Source: an optimization exercise on an open RTL-to-GDS flow (aim: small area, a short achievable clock period and few clock cycles per item). Production flows keep margins and buffers that such runs may drop. At most, simulation tests tie the RTL to the original design; equivalence was not proved.

==> wip/fjord: inputs <==
Design line_follow_pid_drive, start of the top module:
module line_follow_pid_drive (
    input  logic                                  aclk,
    input  logic                                  aresetn,
    input  logic                                  cfg_wr_en,
    input  logic [lfpd_pkg::CFG_IDX_W-1:0]        cfg_index,
    input  logic [lfpd_pkg::GAIN_W-1:0]           cfg_wdata,
    input  logic                                  s_valid,
    output logic                                  s_ready,
    input  logic [lfpd_pkg::SENSOR_W-1:0]         s_sensor_bits,
    output logic                                  m_valid,
    input  logic                                  m_ready,
    output logic signed [lfpd_pkg::DUTY_W-1:0]    m_left_duty,
    output logic signed [lfpd_pkg::DUTY_W-1:0]    m_right_duty,
    output logic                                  m_left_reverse,
    output logic                                  m_right_reverse,
    output logic                                  m_line_lost,
    output logic signed [lfpd_pkg::POS_W-1:0]     m_line_position
);
    lfpd_pkg::cfg_t  cfg_reg;
    logic [lfpd_pkg::GAIN_W-1:0] ki_front_reg;
    logic [4:0]      wdata_q;
    logic [3:0]      wdata_r;
    assign wdata_q = 5'(cfg_wdata / 8'd10);
    assign wdata_r = 4'(cfg_wdata % 8'd10);
    always_ff @(posedge aclk) begin
        if (!aresetn) begin
            cfg_reg.kp_q        <= 5'd1;
            cfg_reg.kp_r        <= 4'd0;
  ...
export LEC_CHECK = 0
export CAP_MARGIN = 20
export CORE_MARGIN = 2
export CORE_UTILIZATION = 70
export SETUP_SLACK_MARGIN = 3
export SLEW_MARGIN = 20
create_clock -name core_clock -period 12.0 [get_ports {aclk}]
standard.sh (not shown) runs the stock make flow with config.mk's settings and CLKGATE_MAP_FILE= SYNTH_SCRIPT=/design/flow/synth_recipe.tcl, a recipe that flattens the netlist after the stock synthesis.
==> flow/flow/run.sh <==
#!/bin/bash
# Standard layout with one netlist step added after synthesis: flow/invopt.py
# removes inverters around the full adders of the synthesized netlist (a full
# adder is self-dual, so complementing all of its inputs complements its
# outputs). Registers and every other cell are left as synthesis made them.
set -euo pipefail
R=orfs/results/${FLOW_PLATFORM}/line_follow_pid_drive/base
bash standard.sh synth > synth.log 2>&1
cp "$R/1_2_yosys.v" "$R/1_2_yosys.std.v"
python3 flow/invopt.py "$R/1_2_yosys.std.v" "$R/1_2_yosys.v" > invopt.log 2>&1
rm -f "$R/1_synth.odb" "$R/1_synth.sdc"
bash standard.sh > layout.log 2>&1
Other scripts of this flow, unchanged in this note and not shown: flow/flow/invopt.py
==> wip/violet (differences from wip/fjord) <==
- CORE_UTILIZATION: 70 -> 55
- SETUP_SLACK_MARGIN: 3 -> 3.5
==> wip/zinc (differences from wip/fjord) <==
- CORE_UTILIZATION: 70 -> 40
- SETUP_SLACK_MARGIN: 3 -> 3.5
==> comparison table <==
item                                                                             wip/violet                    wip/zinc                          wip/fjord
Combined flip-flop and latch cell area                                           3690 sq um                  3690 sq um                         3690 sq um
Capturing element of the worst setup path                 u_back.integral_reg[11]$_DFFE_PP_  u_back.r2_mv[12]$_DFFE_PN_  u_back.integral_reg[12]$_DFFE_PP_
Area fraction of clock buffers and clock inverters                                   0.0227                      0.0234                             0.0235
Standard cell core area                                                         40600 sq um                 56100 sq um                        31600 sq um
Endpoint of the worst hold path                                  u_back.r3_pos[2]$_DFFE_PN_    u_back.r3_lrev$_DFFE_PN_         u_back.r3_pos[1]$_DFFE_PN_
Hold wc startpoint                                               u_back.r2_pos[2]$_DFFE_PN_    u_back.r2_lrev$_DFFE_PN_         u_back.r2_pos[1]$_DFFE_PN_
Total of fill cells in the finished design                                             3379                        5203                               2018
Via count                                                                             17800                       17800                              18400
Min cycle time layout                                                               8610 ps                     8610 ps                            8990 ps
Grt met2 use                                                                          0.501                       0.347                              0.614
Multi-input logic portion of the cell area                                            0.720                       0.710                              0.731
Area of placed instances                                                        23700 sq um                 24000 sq um                        23400 sq um
Final layout net count                                                                 3105                        3115                               3067
Height of the die                                                               207 microns                 242 microns                        184 microns
Slew margin rel.                                                                      0.300                       0.249                              0.278
Final instance area                                                             25900 sq um                 26200 sq um                        25100 sq um
Clock buffers                                                                            26                          18                                 20
Setup WS pre-CTS                                                                    2260 ps                     2190 ps                            1950 ps
Outcome                                                    no timing/DRC/antenna violations  no timing/DRC/antenna violations   no timing/DRC/antenna violations
Met3 routing resource usage after global routing                                     0.0422                      0.0275                             0.0426
Initial core utilization                                                              0.556                       0.403                              0.714
Testbench counts of wip/fjord, summed over its fixed seeds: cycles 1,944, items 1,920.
Testbench counts of wip/violet, summed over its fixed seeds: cycles 1,944, items 1,920.
Testbench counts of wip/zinc, summed over its fixed seeds: cycles 1,944, items 1,920.

---

==> build 95 <==
Another version of the RTL of line_follow_pid_drive (not shown whole).
==> flow/config.mk <==
export PLATFORM = sky130hd
export DESIGN_NAME = line_follow_pid_drive
export DESIGN_NICKNAME = line_follow_pid_drive
export VERILOG_FILES = /design/flow/design.v
export SDC_FILE = /design/flow/constraint.sdc
export NUM_CORES = 4
export LEC_CHECK = 0
export CAP_MARGIN = 20
export CORE_MARGIN = 2
export CORE_UTILIZATION = 40
export SETUP_SLACK_MARGIN = 2
export SLEW_MARGIN = 20
==> flow/constraint.sdc <==
create_clock -name core_clock -period 12.0 [get_ports {aclk}]
set_input_delay 2.4000 -clock core_clock [delete_from_list [all_inputs] [get_ports {aclk}]]
set_output_delay 2.4000 -clock core_clock [all_outputs]
set_load 0.01 [all_outputs]
Scripts as last shown in full above: flow/flow/run.sh
Other scripts of this flow, unchanged in this note and not shown: flow/flow/invopt.py
==> inputs of trial 32, as changes to build 95 <==
SETUP_SLACK_MARGIN = 4   (was 2)
==> inputs of trial 8, as changes to build 95 <==
SETUP_SLACK_MARGIN = not set   (was 2)
==> impl_metrics.ini <==
[status]
status = no timing/DRC/antenna violations

[finish]
nNetsFinal = 3084
multi_input_area_um2 = 17900
bufAreaShareNonClock_pct = 3.23

[worst_hold_path]
holdPathEnd = u_back.r3_pos[1]$_DFFE_PN_

[global_route]
globalRouteTotalUtil_pct = 20.0

[setup_path]
cp_max_fo = 9
r2r_slack_ns = 2.45

[drt]
route.met3.wl_um = 2400

[sta]
worst_slew_pin_slew_ns = 1.02
# the run above: build 95

==> impl_metrics.ini <==
[status]
status = no timing/DRC/antenna violations

[placed_design]
dp_hpwl_um = 48300

[finish]
multi_input_area_um2 = 18800
nNetsFinal = 3151
bufAreaShareNonClock_pct = 5.22

[global_route]
globalRouteTotalUtil_pct = 20.9

[setup_path]
cp_max_fo = 6
end_kind = flop
r2r_slack_ns = 2.99

[drt]
met1_length_um = 28000
route.met3.wl_um = 2300

[sta]
worst_slew_pin_slew_ns = 1.03

[worst_hold_path]
holdPathEnd = u_back.r3_lrev$_DFFE_PN_
# the run above: trial 32

==> impl_metrics.ini <==
[worst_hold_path]
holdPathEnd = u_back.r3_pos[1]$_DFFE_PN_

[status]
status = no timing/DRC/antenna violations

[logic_synthesis]
ys_warn_count = 3

[global_route]
grt_max_degree = 39
globalRouteTotalUtil_pct = 20.0

[finish]
stdcell_count = 3257
mostFrequentLayoutCells = ha_1, fa_1, inv_1
bufAreaShareNonClock_pct = 2.72
multi_input_area_um2 = 17700

[setup_path]
cp_max_fo = 13
# the run above: trial 8

Testbench counts of build 95, summed over its fixed seeds: cycles 1,944, items 1,920.
Testbench counts of trial 32, summed over its fixed seeds: cycles 1,944, items 1,920.
Testbench counts of trial 8, summed over its fixed seeds: cycles 1,944, items 1,920.

---

==> v35 <==
Another version of the RTL of line_follow_pid_drive (not shown whole).
## line_follow_pid_drive
module line_follow_pid_drive (
    input  logic                                  aclk,
    input  logic                                  aresetn,
    input  logic                                  cfg_wr_en,
    input  logic [lfpd_pkg::CFG_IDX_W-1:0]        cfg_index,
    input  logic [lfpd_pkg::GAIN_W-1:0]           cfg_wdata,
    input  logic                                  s_valid,
    output logic                                  s_ready,
    input  logic [lfpd_pkg::SENSOR_W-1:0]         s_sensor_bits,
    output logic                                  m_valid,
    input  logic                                  m_ready,
    output logic signed [lfpd_pkg::DUTY_W-1:0]    m_left_duty,
    output logic signed [lfpd_pkg::DUTY_W-1:0]    m_right_duty,
    output logic                                  m_left_reverse,
    output logic                                  m_right_reverse,
    output logic                                  m_line_lost,
    output logic signed [lfpd_pkg::POS_W-1:0]     m_line_position
);
    lfpd_pkg::cfg_t  cfg_reg;
    logic [4:0]      wdata_q;
    logic [3:0]      wdata_r;
    assign wdata_q = 5'(cfg_wdata / 8'd10);
    assign wdata_r = 4'(cfg_wdata % 8'd10);
    always_ff @(posedge aclk) begin
        if (!aresetn) begin
            cfg_reg.kp_q        <= 5'd1;
            cfg_reg.kp_r        <= 4'd0;
  ...
clock: 12.0 ns
lec_check: 0
abc_area: 1
cap_margin: 20
core_margin: 2
core_utilization: 40
slew_margin: 20
run.sh (not shown) runs the stock make flow with config.mk's settings and CLKGATE_MAP_FILE= SYNTH_SCRIPT=/design/flow/synth_recipe.tcl, a recipe that flattens the netlist after the stock synthesis.
Stock flow here: none of the scripts above is used.
==> v24 (differences from v35) <==
- ABC_AREA: 1 -> unset
==> run notes <==
Headroom to the max-slew limit: v35 0.302; v24 0.280
Crit-path max cell delay: v35 0.75 ns; v24 0.61 ns
Count of routing violations after the opening detailed-route iteration: v35 1311; v24 1199
Met1 usage in global routing: v35 0.320; v24 0.265
Area taken by multi-input logic gates: v35 17100 um2; v24 17400 um2
Depth of the worst register-to-register path: v35 41; v24 33
Number of combinational gates with multiple inputs: v35 2229; v24 1943
Number of distinct standard cells referenced by the synthesized netlist: v35 61; v24 89
Mean cell area of the mapped netlist: v35 7.15 um2; v24 8.41 um2
Share of final-layout standard cells stronger than drive strength 1: v35 0.0248; v24 0.0285
Row Count: v35 87; v24 85
Share of the synthesized area in the top cell type: v35 0.246; v24 0.255
Std-Cell Core Area: v35 56100 um2; v24 53800 um2
Xor and xnor area share after synthesis: v35 0.0473; v24 0.0620
Run status: v35 no timing/DRC/antenna violations; v24 no timing/DRC/antenna violations
Net count of the mapped netlist: v35 3719; v24 3149
Sequential area share after synthesis: v35 0.104; v24 0.108
Final-layout clock buffer total: v35 10; v24 9
Met2 Wirelength: v35 27500 um; v24 29400 um
Utilization after layout: v35 0.433; v24 0.433
Crit path capture: v35 m_left_duty[1]; v24 m_right_duty[6]
Number of standard cells in the layout, taps in and fillers out: v35 3940; v24 3295
Testbench counts of v35, summed over its fixed seeds: cycles 1,936, items 1,920.
Testbench counts of v24, summed over its fixed seeds: cycles 1,936, items 1,920.

---

==> inputs of run a <==
line_follow_pid_drive, a different RTL version from the one above (not shown whole).
==> flow/config.mk <==
export PLATFORM = sky130hd
export DESIGN_NAME = line_follow_pid_drive
export DESIGN_NICKNAME = line_follow_pid_drive
export VERILOG_FILES = /design/flow/design.v
export SDC_FILE = /design/flow/constraint.sdc
export NUM_CORES = 4
export LEC_CHECK = 0
export CAP_MARGIN = 20
export CORE_MARGIN = 2
export CORE_UTILIZATION = 40
export SLEW_MARGIN = 20
==> flow/constraint.sdc <==
create_clock -name core_clock -period 12.0 [get_ports {aclk}]
set_input_delay 2.4000 -clock core_clock [delete_from_list [all_inputs] [get_ports {aclk}]]
set_output_delay 2.4000 -clock core_clock [all_outputs]
set_load 0.01 [all_outputs]
==> run b (differences from run a) <==
- ABC_AREA: not set -> 1
==> run c (differences from run a) <==
- CORE_UTILIZATION: 40 -> 65
- PLACE_DENSITY: not set -> 0.75
==> comparison <==
Against run b, the synthesized area of run a is smaller by about 3.5%.
Routed wire length: run c is smaller than run a (about 3.7%).
Between run a and run b, the lower core utilization is in run b (gap 0.29 points).
Against run c, the clock-buffer cell count of run b is higher by 1.
Worst setup slack: run b > run a > run c.
Flip-flop and latch count is the same in run a and run c.
The lowest clock skew belongs to run a, the highest to run b.
Of run c and run b, run b has the higher cell count (gap about 22%, measured against run b).
==> figures <==
quantity	run a	run c	run b
Multi-input combinational cell count	1,941	1,941	2,195
Run status	no timing/DRC/antenna violations	no timing/DRC/antenna violations	no timing/DRC/antenna violations
Global routing usage on met2	0.344	0.574	0.343
Area added between synthesis and finish	6.99%	5.66%	7.04%
GRT met1 Usage	0.273	0.400	0.282
Maximum number of pins on one net before global-route repair	54	44	36
Average footprint of a synthesized cell	8.49 sq um	8.49 sq um	7.29 sq um
Sequential share of cell area	0.101	0.102	0.0973
Cell at the slowest stage of the critical path	sky130_fd_sc_hd__fa_1	sky130_fd_sc_hd__clkdlybuf4s50_1	sky130_fd_sc_hd__edfxtp_1
Die Y-Extent	238 um	188 um	242 um
Largest fanout on the critical path	26	26	33
Clock transition at the registers of the reported paths	0.08 ns	0.07 ns	0.07 ns
Worst setup timing slack at the placement stage	0.861 ns	0.811 ns	1.25 ns
Share of the yosys chip area belonging to registers	0.108	0.108	0.104
Fraction of area in clock buffers and inverters	0.0120	0.0134	0.0120
Maximum achievable frequency	0.0886 GHz	0.0871 GHz	0.0892 GHz
Weighted congestion at the end of routability-driven global placement	0.919	0.961	0.896
Testbench counts of run a, summed over its fixed seeds: cycles 1,936, items 1,920.
Testbench counts of run b, summed over its fixed seeds: cycles 1,936, items 1,920.
Testbench counts of run c, summed over its fixed seeds: cycles 1,936, items 1,920.

---

==> amber: inputs <==
line_follow_pid_drive, a different RTL version from the one above (not shown whole).
==> flow/config.mk <==
export PLATFORM = sky130hd
export DESIGN_NAME = line_follow_pid_drive
export DESIGN_NICKNAME = line_follow_pid_drive
export VERILOG_FILES = /design/flow/design.v
export SDC_FILE = /design/flow/constraint.sdc
export NUM_CORES = 4
export LEC_CHECK = 0
export CAP_MARGIN = 20
export CORE_MARGIN = 2
export CORE_UTILIZATION = 40
export SETUP_SLACK_MARGIN = 3
export SLEW_MARGIN = 20
==> flow/constraint.sdc <==
create_clock -name core_clock -period 12.0 [get_ports {aclk}]
set_input_delay 2.4000 -clock core_clock [delete_from_list [all_inputs] [get_ports {aclk}]]
set_output_delay 2.4000 -clock core_clock [all_outputs]
set_load 0.01 [all_outputs]
standard.sh (not shown) runs the stock make flow with config.mk's settings and CLKGATE_MAP_FILE= SYNTH_SCRIPT=/design/flow/synth_recipe.tcl, a recipe that flattens the netlist after the stock synthesis.
==> flow/flow/run.sh <==
#!/bin/bash
# Standard layout with one netlist step added after synthesis: flow/polopt.py
# chooses the output polarity of the full adders (self-dual: complementing all
# inputs complements the outputs) and of gates that have a complementary cell
# with the same pins (and2/nand2, o21a/o21ai, ...), to drop inverters.
# Registers and all other cells are left as synthesis made them.
set -euo pipefail
R=orfs/results/${FLOW_PLATFORM}/line_follow_pid_drive/base
bash standard.sh synth > synth.log 2>&1
cp "$R/1_2_yosys.v" "$R/1_2_yosys.std.v"
python3 flow/polopt.py "$R/1_2_yosys.std.v" "$R/1_2_yosys.v" > polopt.log 2>&1
rm -f "$R/1_synth.odb" "$R/1_synth.sdc"
bash standard.sh > layout.log 2>&1
Other scripts of this flow, unchanged in this note and not shown: flow/flow/polopt.py
==> inputs of tundra, as changes to amber <==
--- a/flow/design.v
+++ b/flow/design.v
@@ -143,15 +143,15 @@
         input logic        lo_above_hi
     );
         logic lt, gt;
         lt = v[15] || ((v[14:8] == 7'd0) && (v[7:0] < lo));
         gt = !v[15] && ((v[14:9] != 6'd0) || (v[8:0] > hi));
         if (lo_above_hi || gt)  clamp_duty = {1'b0, hi};
         else if (lt)            clamp_duty = {2'b00, lo};
-        else                    clamp_duty = {1'b0, v[8:0]};   
+        else                    clamp_duty = v[9:0];
     endfunction
     function automatic logic [2:0] tbl_p(input logic [3:0] r, input logic [2:0] m);
         case ({r, m})
             7'd21: tbl_p = 3'd1;
             7'd22: tbl_p = 3'd1;
             7'd23: tbl_p = 3'd1;
             7'd28: tbl_p = 3'd1;
@@ -308,36 +308,39 @@
     logic                    r1_lost, r1_lrev, r1_rrev;
     logic [3:0]              r1_pos;
     logic [4:0]              r1_dpos;
     logic [11:0]             r1_ki_term;
     logic                    v2;
     logic                    r2_lost, r2_lrev, r2_rrev;
     logic [3:0]              r2_pos;
-    logic [10:0]             r2_pd;
+    logic [12:0]             r2_mv;
     logic [12:0]             integral_reg;
     logic                    izero_reg;
     logic                    v3;
     logic [9:0]              r3_left, r3_right;
     logic                    r3_lrev, r3_rrev, r3_lost;
     logic [3:0]              r3_pos;
     logic [5:0]              nstep_reg;
     logic signed [8:0]       speed_diff;
     logic signed [8:0]       speed_adj;
     assign speed_diff = $signed({1'b0, cfg.top_speed}) - $signed({1'b0, cfg.floor_speed});
     assign speed_adj  = speed_diff + (speed_diff[8] ? 9'sd7 : 9'sd0);
     logic [12:0]             i_next;
+    logic [12:0]             mv_next;
     logic [2:0]              pos_mag;
     logic [3:0]              dpos_mag;
     logic [10:0]             pd;
     lfpd_istep u_istep (
         .integ (integral_reg),
         .izero (izero_reg),
         .e     (r1_ki_term),
         .ki    (cfg.ki_gain),
-        .inext (i_next)
+        .pd    (pd),
+        .inext (i_next),
+        .mv    (mv_next)
     );
     logic [7:0]              p_qm;
     logic [8:0]              d_qm;
     logic [7:0]              p_mag;
     logic [8:0]              d_mag;
     logic [10:0]             p_ext, d_ext;
     assign pos_mag  = r1_pos[3] ? (3'd0 - r1_pos[2:0]) : r1_pos[2:0];
@@ -345,26 +348,24 @@
     assign p_qm     = cfg.kp_q * pos_mag;
     assign d_qm     = cfg.kd_q * dpos_mag;
     assign p_mag    = p_qm + {5'd0, tbl_p(cfg.kp_r, pos_mag)};
     assign d_mag    = d_qm + {5'd0, tbl_d(cfg.kd_r, dpos_mag)};
     assign p_ext    = {3'd0, p_mag};
     assign d_ext    = {2'd0, d_mag};
     assign pd       = (r1_pos[3] ? (11'd0 - p_ext) : p_ext) + (r1_dpos[4] ? (11'd0 - d_ext) : d_ext);
-    logic [12:0]             mv;
     logic                    mv_neg, mv_zero;
     logic [11:0]             mvx;
     logic [15:0]             xsum, ysum;
     logic [8:0]              ceil_s;
     logic                    floor_above_ceil;
     logic [9:0]              xc, yc;
     logic [9:0]              left_next, right_next;
-    assign mv      = integral_reg - {r2_pd[10], r2_pd[10], r2_pd};
-    assign mv_neg  = mv[12];
-    assign mv_zero = (mv == 13'd0);
-    assign mvx     = mv[11:0] ^ {12{mv_neg}};
+    assign mv_neg  = r2_mv[12];
+    assign mv_zero = (r2_mv == 13'd0);
+    assign mvx     = r2_mv[11:0] ^ {12{mv_neg}};
     lfpd_dsum u_dsum (
         .mvx  (mvx),
         .s    (mv_neg),
         .ns   (nstep_reg),
         .top  (cfg.top_speed),
         .ysum (ysum),
         .xsum (xsum)
@@ -424,15 +425,15 @@
             r1_pos       <= in_position;
             r1_dpos      <= in_dpos;
             r1_ki_term   <= in_ki_term;
             r2_lost      <= r1_lost;
             r2_lrev      <= r1_lrev;
             r2_rrev      <= r1_rrev;
             r2_pos       <= r1_pos;
-            r2_pd        <= pd;
+            r2_mv        <= mv_next;
             r3_left      <= left_next;
             r3_right     <= right_next;
             r3_lrev      <= r2_lrev;
             r3_rrev      <= r2_rrev;
             r3_lost      <= r2_lost;
             r3_pos       <= r2_pos;
         end
@@ -446,18 +447,20 @@
     assign m_line_position = r3_pos;
 endmodule
 module lfpd_istep (
     input  logic [12:0] integ,
     input  logic        izero,
     input  logic [11:0] e,
     input  logic [7:0]  ki,
-    output logic [12:0] inext
+    input  logic [10:0] pd,
+    output logic [12:0] inext,
+    output logic [12:0] mv
 );
     logic [15:0] x;
-    logic [30:0] prod;
+    logic [30:0] prod, mvsum;
     logic [7:0]  kiz;
     assign kiz = ki & {8{~izero}};
     logic ia_t1;
     logic ia_t2;
     logic ia_t3;
     logic ia_t4;
     logic ia_t5;
@@ -822,14 +825,64 @@
     logic ib_t206;
     logic ib_t207;
     logic ib_t208;
     logic ib_t209;
     logic ib_t210;
     logic ib_t211;
     logic ib_t212;
+    logic im_t1;
+    logic im_t2;
+    logic im_t3;
+    logic im_t4;
+    logic im_t5;
+    logic im_t6;
+    logic im_t7;
+    logic im_t8;
+    logic im_t9;
+    logic im_t10;
+    logic im_t11;
+    logic im_t12;
+    logic im_t13;
+    logic im_t14;
+    logic im_t15;
+    logic im_t16;
+    logic im_t17;
+    logic im_t18;
+    logic im_t19;
+    logic im_t20;
+    logic im_t21;
+    logic im_t22;
+    logic im_t23;
+    logic im_t24;
+    logic im_t25;
+    logic im_t26;
+    logic im_t27;
+    logic im_t28;
+    logic im_t29;
+    logic im_t30;
+    logic im_t31;
+    logic im_t32;
+    logic im_t33;
+    logic im_t34;
+    logic im_t35;
+    logic im_t36;
+    logic im_t37;
+    logic im_t38;
+    logic im_t39;
+    logic im_t40;
+    logic im_t41;
+    logic im_t42;
+    logic im_t43;
+    logic im_t44;
+    logic im_t45;
+    logic im_t46;
+    logic im_t47;
+    logic im_t48;
+    logic im_t49;
+    logic im_t50;
     assign ia_t1 = 1'b1 ^ ~e[11];
     assign ia_t2 = 1'b1 & ~e[11];
     assign ia_t3 = e[5] ^ (kiz[5] & integ[0]);
     assign ia_t4 = e[5] & (kiz[5] & integ[0]);
     assign ia_t5 = e[6] ^ (kiz[6] & integ[0]) ^ (kiz[5] & integ[1]);
     assign ia_t6 = (e[6] & (kiz[6] & integ[0])) | (e[6] & (kiz[5] & integ[1])) | ((kiz[6] & integ[0]) & (kiz[5] & integ[1]));
     assign ia_t7 = (kiz[4] & integ[2]) ^ (kiz[3] & integ[3]);
@@ -1194,15 +1247,67 @@
     assign ib_t207 = x[13] ^ ib_t155 ^ ib_t154;
     assign ib_t208 = (x[13] & ib_t155) | (x[13] & ib_t154) | (ib_t155 & ib_t154);
     assign ib_t209 = x[14] ^ ib_t157 ^ ib_t156;
     assign ib_t210 = (x[14] & ib_t157) | (x[14] & ib_t156) | (ib_t157 & ib_t156);
     assign ib_t211 = x[14] ^ ~x[15] ^ ib_t158;
     assign ib_t212 = (x[14] & ~x[15]) | (x[14] & ib_t158) | (~x[15] & ib_t158);
     assign prod = {1'b1, ib_t212, ib_t210, ib_t208, ib_t206, ib_t204, ib_t202, ib_t200, ib_t198, ib_t196, ib_t194, ib_t192, ib_t190, ib_t188, ib_t186, ib_t184, ib_t182, ib_t180, ib_t178, ib_t176, ib_t174, ib_t172, ib_t170, ib_t168, ib_t166, ib_t164, ib_t162, ib_t160, ib_t159, x[1], x[0]} + {1'b0, ~x[15], ib_t211, ib_t209, ib_t207, ib_t205, ib_t203, ib_t201, ib_t199, ib_t197, ib_t195, ib_t193, ib_t191, ib_t189, ib_t187, ib_t185, ib_t183, ib_t181, ib_t179, ib_t177, ib_t175, ib_t173, ib_t171, ib_t169, ib_t167, ib_t165, ib_t163, ib_t161, x[2], x[0], 1'b0};
+    assign im_t1 = 1'b1 ^ ~pd[0];
+    assign im_t2 = 1'b1 & ~pd[0];
+    assign im_t3 = ~pd[1] ^ ib_t193;
+    assign im_t4 = ~pd[1] & ib_t193;
+    assign im_t5 = ~pd[2] ^ ib_t195;
+    assign im_t6 = ~pd[2] & ib_t195;
+    assign im_t7 = ~pd[3] ^ ib_t197;
+    assign im_t8 = ~pd[3] & ib_t197;
+    assign im_t9 = ~pd[4] ^ ib_t199;
+    assign im_t10 = ~pd[4] & ib_t199;
+    assign im_t11 = ~pd[5] ^ ib_t201;
+    assign im_t12 = ~pd[5] & ib_t201;
+    assign im_t13 = ~pd[6] ^ ib_t203;
+    assign im_t14 = ~pd[6] & ib_t203;
+    assign im_t15 = ~pd[7] ^ ib_t205;
+    assign im_t16 = ~pd[7] & ib_t205;
+    assign im_t17 = ~pd[8] ^ ib_t207;
+    assign im_t18 = ~pd[8] & ib_t207;
+    assign im_t19 = ~pd[9] ^ ib_t209;
+    assign im_t20 = ~pd[9] & ib_t209;
+    assign im_t21 = 1'b1 ^ pd[10] ^ ib_t211;
+    assign im_t22 = (1'b1 & pd[10]) | (1'b1 & ib_t211) | (pd[10] & ib_t211);
+    assign im_t23 = 1'b1 ^ ~x[15];
+    assign im_t24 = 1'b1 & ~x[15];
+    assign im_t25 = ib_t191 ^ ib_t190;
+    assign im_t26 = ib_t191 & ib_t190;
+    assign im_t27 = ib_t192 ^ im_t3 ^ im_t2;
+    assign im_t28 = (ib_t192 & im_t3) | (ib_t192 & im_t2) | (im_t3 & im_t2);
+    assign im_t29 = ib_t194 ^ im_t5 ^ im_t4;
+    assign im_t30 = (ib_t194 & im_t5) | (ib_t194 & im_t4) | (im_t5 & im_t4);
+    assign im_t31 = ib_t196 ^ im_t7 ^ im_t6;
+    assign im_t32 = (ib_t196 & im_t7) | (ib_t196 & im_t6) | (im_t7 & im_t6);
+    assign im_t33 = ib_t198 ^ im_t9 ^ im_t8;
+    assign im_t34 = (ib_t198 & im_t9) | (ib_t198 & im_t8) | (im_t9 & im_t8);
+    assign im_t35 = ib_t200 ^ im_t11 ^ im_t10;
+    assign im_t36 = (ib_t200 & im_t11) | (ib_t200 & im_t10) | (im_t11 & im_t10);
+    assign im_t37 = ib_t202 ^ im_t13 ^ im_t12;
+    assign im_t38 = (ib_t202 & im_t13) | (ib_t202 & im_t12) | (im_t13 & im_t12);
+    assign im_t39 = ib_t204 ^ im_t15 ^ im_t14;
+    assign im_t40 = (ib_t204 & im_t15) | (ib_t204 & im_t14) | (im_t15 & im_t14);
+    assign im_t41 = ib_t206 ^ im_t17 ^ im_t16;
+    assign im_t42 = (ib_t206 & im_t17) | (ib_t206 & im_t16) | (im_t17 & im_t16);
+    assign im_t43 = ib_t208 ^ im_t19 ^ im_t18;
+    assign im_t44 = (ib_t208 & im_t19) | (ib_t208 & im_t18) | (im_t19 & im_t18);
+    assign im_t45 = ib_t210 ^ im_t21 ^ im_t20;
+    assign im_t46 = (ib_t210 & im_t21) | (ib_t210 & im_t20) | (im_t21 & im_t20);
+    assign im_t47 = ib_t212 ^ im_t23 ^ im_t22;
+    assign im_t48 = (ib_t212 & im_t23) | (ib_t212 & im_t22) | (im_t23 & im_t22);
+    assign im_t49 = 1'b0 ^ im_t24;
+    assign im_t50 = 1'b0 & im_t24;
+    assign mvsum = {im_t48, im_t46, im_t44, im_t42, im_t40, im_t38, im_t36, im_t34, im_t32, im_t30, im_t28, im_t26, im_t25, ib_t188, ib_t186, ib_t184, ib_t182, ib_t180, ib_t178, ib_t176, ib_t174, ib_t172, ib_t170, ib_t168, ib_t166, ib_t164, ib_t162, ib_t160, ib_t159, x[1], x[0]} + {im_t49, im_t47, im_t45, im_t43, im_t41, im_t39, im_t37, im_t35, im_t33, im_t31, im_t29, im_t27, im_t1, ib_t189, ib_t187, ib_t185, ib_t183, ib_t181, ib_t179, ib_t177, ib_t175, ib_t173, ib_t171, ib_t169, ib_t167, ib_t165, ib_t163, ib_t161, x[2], x[0], 1'b0};
     assign inext = prod[30:18];
+    assign mv    = mvsum[30:18];
 endmodule
 module lfpd_dsum (
     input  logic [11:0] mvx,
     input  logic        s,
     input  logic [5:0]  ns,
     input  logic [7:0]  top,
     output logic [15:0] ysum,
==> run notes <==
- Of tundra and amber, amber has the higher cell count (gap 3.8%, measured against amber).
- Between tundra and amber, the lower setup slack is in tundra (gap 0.074 ns).
Testbench counts of tundra, summed over its fixed seeds: cycles 1,944, items 1,920.
The RTL of amber was laid out without a check of its function.

## afterwards: timing with drivers on the ports
In the flow no input, the clock included, has a driving cell. The finished layouts below were timed again as built, in two steps. Step 1 sets driving cells, clkbuf_16 on the clock port and buf_2 on the other inputs (assumed; they add their load-dependent delay and slew). Step 2 times the ports against the registers' clock, not the clock port: input delays grow and output delays shrink by t, the midpoint of the rising clock arrivals with the driver on. Slacks: ideal ports / drivers / drivers and shift; pairs: ideal ports / drivers.
| run | shift t [ns] | setup slack, ns | hold WS [ns] | worst setup path at the end | latest minus earliest clock arrival (ns) |
|---|---|---|---|---|---|
| wip/fjord | 0.467 | 3.008 / 3.008 / 3.008 | 0.421 / 0.421 / 0.421 | register to register | 0.013 / 0.013 |
| wip/violet | 0.488 | 3.387 / 3.387 / 3.387 | 0.421 / 0.421 / 0.421 | register to register | 0.013 / 0.012 |
| wip/zinc | 0.494 | 3.389 / 3.389 / 3.389 | 0.421 / 0.421 / 0.421 | register to register | 0.013 / 0.013 |
| build 95 | 0.492 | 2.445 / 2.445 / 2.445 | 0.423 / 0.423 / 0.423 | register to register | 0.011 / 0.011 |
| trial 32 | 0.503 | 2.992 / 2.992 / 2.992 | 0.422 / 0.422 / 0.422 | register to register | 0.011 / 0.010 |
| trial 8 | 0.490 | 1.611 / 1.611 / 1.611 | 0.423 / 0.423 / 0.423 | register to register | 0.010 / 0.010 |
| v35 | 0.412 | 0.662 / 0.614 / 1.026 | 0.425 / 0.425 / 0.425 | register to output | 0.016 / 0.016 |
| v24 | 0.408 | 0.920 / 0.866 / 1.093 | 0.438 / 0.438 / 0.438 | register to register | 0.022 / 0.023 |
| run a | 0.402 | 0.715 / 0.672 / 0.890 | 0.424 / 0.424 / 0.424 | register to register | 0.010 / 0.010 |
| run b | 0.408 | 0.788 / 0.738 / 1.146 | 0.420 / 0.420 / 0.420 | register to output | 0.015 / 0.015 |
| run c | 0.392 | 0.518 / 0.477 / 0.837 | 0.423 / 0.423 / 0.423 | register to register | 0.010 / 0.010 |
| amber | 0.499 | 3.184 / 3.184 / 3.058 | 0.419 / 0.419 / 0.419 | input to register | 0.013 / 0.013 |
| tundra | 0.488 | 3.110 / 3.110 / 3.046 | 0.422 / 0.422 / 0.422 | input to register | 0.016 / 0.016 |
After both steps every run listed still meets setup and hold. The setup slack of amber, which loses most, moves by 0.000 ns with the drivers and by -0.126 ns with both steps.
